This design comes from an exercise in tuning for small area, a short achievable clock period and few clock cycles per item on the open sky130 flow, not from production work. Where RTL was checked, it was by simulation tests only, not by an equivalence proof against the original. Power figures rest on the tool's default switching activity, not on a simulated workload.

==> inputs of run X <==
==> flow/design.v (excerpt) <==
module prefix_add_unit (
  input  logic         clk_i,
  input  logic         rst_i,
  input  logic         flush_i,
  input  logic         req_valid_i,
  output logic         req_ready_o,
  input  logic [255:0] req_a_i,
  input  logic [255:0] req_b_i,
  input  logic         req_sub_i,
  input  logic         req_cin_i,
  output logic         resp_valid_o,
  input  logic         resp_ready_i,
  output logic [255:0] resp_sum_o,
  output logic         resp_cout_o,
  output logic         resp_ovf_o,
  output logic         busy_o
);
==> module prefix_block_add, before the edit <==
module prefix_block_add #(
  parameter int BLK_W = 16
) (
  input  logic [BLK_W-1:0] a,
  input  logic [BLK_W-1:0] b,
  input  logic             cin,
  output logic [BLK_W-1:0] sum,
  output logic             bg,      
  output logic             bp       
);
  localparam int LEVELS = $clog2(BLK_W);
  logic [BLK_W-1:0] g [LEVELS+1];
  logic [BLK_W-1:0] p [LEVELS+1];
  logic [BLK_W-1:0] x;
  assign x = a ^ b;
  assign g[0][0]         = (a[0] & b[0]) | (x[0] & cin);
  assign p[0][0]         = x[0];
  assign g[0][BLK_W-1:1] = a[BLK_W-1:1] & b[BLK_W-1:1];
  assign p[0][BLK_W-1:1] = x[BLK_W-1:1];
  for (genvar l = 0; l < LEVELS; l++) begin : g_lvl
    localparam int D = 1 << l;
    for (genvar i = 0; i < BLK_W; i++) begin : g_bit
      if ((i / D) % 2 == 1) begin : g_cell
        localparam int J = (i / D) * D - 1;
        assign g[l+1][i] = g[l][i] | (p[l][i] & g[l][J]);
        assign p[l+1][i] = p[l][i] & p[l][J];
      end else begin : g_pass
        assign g[l+1][i] = g[l][i];
        assign p[l+1][i] = p[l][i];
      end
    end
  end
  assign sum = x ^ {g[LEVELS][BLK_W-2:0], cin};
  assign bg  = g[LEVELS][BLK_W-1];
  assign bp  = p[LEVELS][BLK_W-1];
endmodule
==> module prefix_block_fix, before the edit <==
module prefix_block_fix #(
  parameter int BLK_W = 16,
  parameter int NBLK  = 16
) (
  input  logic [BLK_W*NBLK-1:0] ls,      
  input  logic [NBLK-1:0]       bg,      
  input  logic [NBLK-1:0]       bp,      
  output logic [BLK_W*NBLK-1:0] sum,
  output logic                  cout
);
  localparam int LV = $clog2(NBLK);
  localparam int LW = $clog2(BLK_W);
  logic [NBLK-1:0] g [LV+1];
  logic [NBLK-1:0] p [LV+1];
  logic [NBLK:0]   cb;                   
  assign g[0] = bg;
  assign p[0] = bp;
  for (genvar l = 0; l < LV; l++) begin : g_lvl
    localparam int D = 1 << l;
    for (genvar i = 0; i < NBLK; i++) begin : g_blk
      if ((i / D) % 2 == 1) begin : g_cell
        localparam int J = (i / D) * D - 1;
        assign g[l+1][i] = g[l][i] | (p[l][i] & g[l][J]);
        assign p[l+1][i] = p[l][i] & p[l][J];
      end else begin : g_pass
        assign g[l+1][i] = g[l][i];
        assign p[l+1][i] = p[l][i];
      end
    end
  end
  assign cb = {g[LV], 1'b0};
  assign cout = cb[NBLK];
  for (genvar k = 0; k < NBLK; k++) begin : g_inc
    logic [BLK_W-1:0] t [LW+1];
    assign t[0] = ls[k*BLK_W +: BLK_W];
    for (genvar l = 0; l < LW; l++) begin : g_lvl
      localparam int D = 1 << l;
      for (genvar i = 0; i < BLK_W; i++) begin : g_bit
        if ((i / D) % 2 == 1) begin : g_cell
          assign t[l+1][i] = t[l][i] & t[l][(i / D) * D - 1];
        end else begin : g_pass
          assign t[l+1][i] = t[l][i];
        end
      end
    end
    assign sum[k*BLK_W +: BLK_W] = ls[k*BLK_W +: BLK_W] ^
                                   ({t[LW][BLK_W-2:0], 1'b1} & {BLK_W{cb[k]}});
  end
endmodule
==> module prefix_add_unit, before the edit <==
module prefix_add_unit (
  input  logic         clk_i,
  input  logic         rst_i,
  input  logic         flush_i,
  input  logic         req_valid_i,
  output logic         req_ready_o,
  input  logic [255:0] req_a_i,
  input  logic [255:0] req_b_i,
  input  logic         req_sub_i,
  input  logic         req_cin_i,
  output logic         resp_valid_o,
  input  logic         resp_ready_i,
  output logic [255:0] resp_sum_o,
  output logic         resp_cout_o,
  output logic         resp_ovf_o,
  output logic         busy_o
);
  localparam int DATA_W = 256;
  localparam int BLK_W  = 16;
  localparam int NBLK   = DATA_W / BLK_W;
  logic [DATA_W-1:0] bb;
  logic              cin;
  logic [DATA_W-1:0] ls;
  logic [NBLK-1:0]   bg;
  logic [NBLK-1:0]   bp;
  logic              v1_q;
  logic [DATA_W-1:0] ls_q;
  logic [NBLK-1:0]   bg_q;
  logic [NBLK-1:0]   bp_q;
  logic              p_msb_q;
  logic [DATA_W-1:0] sum;
  logic              cout;
  logic              v2_q;
  logic [DATA_W-1:0] sum_q;
  logic              cout_q;
  logic              ovf_q;
  logic              stall2;
  logic              hold1;
  logic              accept;
  assign bb  = req_sub_i ? ~req_b_i : req_b_i;
  assign cin = req_sub_i | req_cin_i;
  for (genvar k = 0; k < NBLK; k++) begin : g_blk
    prefix_block_add #(
      .BLK_W (BLK_W)
    ) u_add (
      .a   (req_a_i[k*BLK_W +: BLK_W]),
      .b   (bb[k*BLK_W +: BLK_W]),
      .cin ((k == 0) ? cin : 1'b0),
      .sum (ls[k*BLK_W +: BLK_W]),
      .bg  (bg[k]),
      .bp  (bp[k])
    );
  end
  assign stall2      = v2_q & ~resp_ready_i;
  assign hold1       = v1_q & stall2;
  assign req_ready_o = ~flush_i & ~hold1;
  assign accept      = req_valid_i & req_ready_o;
  always_ff @(posedge clk_i) begin
    if (rst_i | flush_i) begin
      v1_q <= 1'b0;
      v2_q <= 1'b0;
    end else begin
      if (!hold1)  v1_q <= accept;
      if (!stall2) v2_q <= v1_q;
    end
  end
  always_ff @(posedge clk_i) begin
    if (!hold1) begin
      ls_q    <= ls;
      bg_q    <= bg;
      bp_q    <= bp;
      p_msb_q <= req_a_i[DATA_W-1] ^ bb[DATA_W-1];
    end
  end
  prefix_block_fix #(
    .BLK_W (BLK_W),
    .NBLK  (NBLK)
  ) u_fix (
    .ls   (ls_q),
    .bg   (bg_q),
    .bp   (bp_q),
    .sum  (sum),
    .cout (cout)
  );
  always_ff @(posedge clk_i) begin
    if (!stall2) begin
      sum_q  <= sum;
      cout_q <= cout;
      ovf_q  <= sum[DATA_W-1] ^ p_msb_q ^ cout;
    end
  end
  assign resp_valid_o = v2_q;
  assign busy_o       = v1_q | v2_q;
  assign resp_sum_o   = sum_q;
  assign resp_cout_o  = cout_q;
  assign resp_ovf_o   = ovf_q;
endmodule
==> flow/config.mk <==
export PLATFORM = sky130hd
export DESIGN_NAME = prefix_add_unit
export DESIGN_NICKNAME = prefix_add_unit
export VERILOG_FILES = /design/flow/design.v
export SDC_FILE = /design/flow/constraint.sdc
export NUM_CORES = 4
export LEC_CHECK = 0
export CAP_MARGIN = 20
export CORE_MARGIN = 2
export CORE_UTILIZATION = 30
export SETUP_SLACK_MARGIN = 3.0
export SLEW_MARGIN = 20
export BUFFER_PORTS_ARGS = -buffer_cell sky130_fd_sc_hd__buf_1
==> flow/constraint.sdc <==
create_clock -name core_clock -period 5.5 [get_ports {clk_i}]
set_input_delay 1.1000 -clock core_clock [delete_from_list [all_inputs] [get_ports {clk_i}]]
set_output_delay 1.1000 -clock core_clock [all_outputs]
set_load 0.01 [all_outputs]
standard.sh (not shown) runs the stock make flow with config.mk's settings and CLKGATE_MAP_FILE= SYNTH_SCRIPT=/design/flow/synth_recipe.tcl, a recipe that flattens the netlist after the stock synthesis.
==> flow/flow/run.sh <==
#!/bin/bash
# Standard ORFS layout, except that the port buffers are the smallest
# buffer cell (buf_1) instead of the cell buffer_ports picks by default.
set -e
echo 'export BUFFER_PORTS_ARGS = -buffer_cell sky130_fd_sc_hd__buf_1' >> "$FLOW_CONFIG"
bash standard.sh > standard.log 2>&1
==> run H: changes against run X <==
==> flow/design.v (replaced) <==
package prefix_add_pkg;
  typedef enum logic [1:0] {
    S_IDLE = 2'd0,
    S_RUN  = 2'd1,
    S_DONE = 2'd2
  } state_t;
  localparam int SLICE_W_DEFAULT = 64;
  function automatic int clog2(input int value);
    int r;
    r = 1;
    for (int i = 1; i < 31; i++) begin
      if ((1 << i) < value) r = i + 1;
    end
    clog2 = r;
  endfunction
endpackage
module prefix_slice_adder #(
  parameter int SLICE_W = 256
) (
  input  logic [SLICE_W-1:0] a,
  input  logic [SLICE_W-1:0] b,
  input  logic               cin,
  output logic [SLICE_W-1:0] sum,
  output logic               cout,
  output logic               c_msb    
);
  localparam int N      = SLICE_W;
  localparam int LEVELS = $clog2(N);
  logic [N-1:0] g [LEVELS+1];
  logic [N-1:0] p [LEVELS+1];
  logic [N-1:0] x;
  logic [N:0]   c;
  assign x = a ^ b;
  assign g[0][0]     = (a[0] & b[0]) | (x[0] & cin);
  assign p[0][0]     = 1'b0;
  assign g[0][N-1:1] = a[N-1:1] & b[N-1:1];
  assign p[0][N-1:1] = x[N-1:1];
  for (genvar l = 0; l < LEVELS; l++) begin : g_lvl
    localparam int D = 1 << l;
    for (genvar i = 0; i < N; i++) begin : g_bit
      if ((i / D) % 2 == 1) begin : g_cell
        localparam int J = (i / D) * D - 1;
        assign g[l+1][i] = g[l][i] | (p[l][i] & g[l][J]);
        assign p[l+1][i] = p[l][i] & p[l][J];
      end else begin : g_pass
        assign g[l+1][i] = g[l][i];
        assign p[l+1][i] = p[l][i];
      end
    end
  end
  assign c[0]   = cin;
  assign c[N:1] = g[LEVELS];
  assign sum    = x ^ c[N-1:0];
  assign cout   = c[N];
  assign c_msb  = c[N-1];
endmodule
module prefix_add_unit (
  input  logic         clk_i,
  input  logic         rst_i,
  input  logic         flush_i,
  input  logic         req_valid_i,
  output logic         req_ready_o,
  input  logic [255:0] req_a_i,
  input  logic [255:0] req_b_i,
  input  logic         req_sub_i,
  input  logic         req_cin_i,
  output logic         resp_valid_o,
  input  logic         resp_ready_i,
  output logic [255:0] resp_sum_o,
  output logic         resp_cout_o,
  output logic         resp_ovf_o,
  output logic         busy_o
);
  localparam int DATA_W = 256;
  logic [DATA_W-1:0] bb;
  logic              cin;
  logic [DATA_W-1:0] sum;
  logic              cout;
  logic              c_msb;
  logic              accept;
  logic              valid_q;
  logic [DATA_W-1:0] sum_q;
  logic              cout_q;
  logic              ovf_q;
  assign bb  = req_sub_i ? ~req_b_i : req_b_i;
  assign cin = req_sub_i | req_cin_i;
  prefix_slice_adder #(
    .SLICE_W (DATA_W)
  ) u_adder (
    .a     (req_a_i),
    .b     (bb),
    .cin   (cin),
    .sum   (sum),
    .cout  (cout),
    .c_msb (c_msb)
  );
  assign req_ready_o = ~flush_i & (~valid_q | resp_ready_i);
  assign accept      = req_valid_i & req_ready_o;
  always_ff @(posedge clk_i) begin
    if (rst_i)        valid_q <= 1'b0;
    else if (accept)  valid_q <= 1'b1;
    else if (flush_i | resp_ready_i) valid_q <= 1'b0;
  end
  always_ff @(posedge clk_i) begin
    if (accept) begin
      sum_q  <= sum;
      cout_q <= cout;
      ovf_q  <= cout ^ c_msb;
    end
  end
  assign resp_valid_o = valid_q;
  assign busy_o       = valid_q;
  assign resp_sum_o   = sum_q;
  assign resp_cout_o  = cout_q;
  assign resp_ovf_o   = ovf_q;
endmodule
- SETUP_SLACK_MARGIN: 3.0 -> 1.5
==> summary of the runs <==
Sequential share of layout area: run H is lower than run X (12 points).
In run X the clock skew is lower than in run H, by 0.0030 ns.
Of run H and run X, run X has the higher maximum frequency (gap about 30%, measured against run X).
Between run H and run X, the lower non-clock buffer count is in run X (gap 127).
In run H the sequential power is smaller than in run X, by 63%.
Against run H, the first-iteration DRC count of run X is smaller by about 3.2%.
Testbench counts of run H, summed over its fixed seeds: cycles 1,288, items 1,280.
Only the layout flow was run in run X; the RTL was not checked for function there.

## static timing again, ports no longer ideal
In the flow no input, the clock included, has a driving cell. The finished layouts below were timed again as built, in two steps. Step 1, drivers: a clkbuf_16 drives clk_i and a buf_2 each remaining input, both assumed. Step 2, shift: input delay + t, output delay - t, t = (earliest + latest rising clock arrival at the registers) / 2. This alone moves slack from input paths to output paths. a / b / c = ideal ports / drivers / drivers and shift; a / b = the first two.
run	shift t [ns]	setup WS [ns]	worst slew at a driven data input, ns
run X	0.666	2.097 / 1.967 / 1.301	0.24
run H	0.611	0.733 / 0.744 / 0.133	0.26
After both steps every run listed still meets setup and hold. For run X, which loses most, drivers alone change the setup slack by -0.130 ns; drivers and shift together by -0.796 ns.
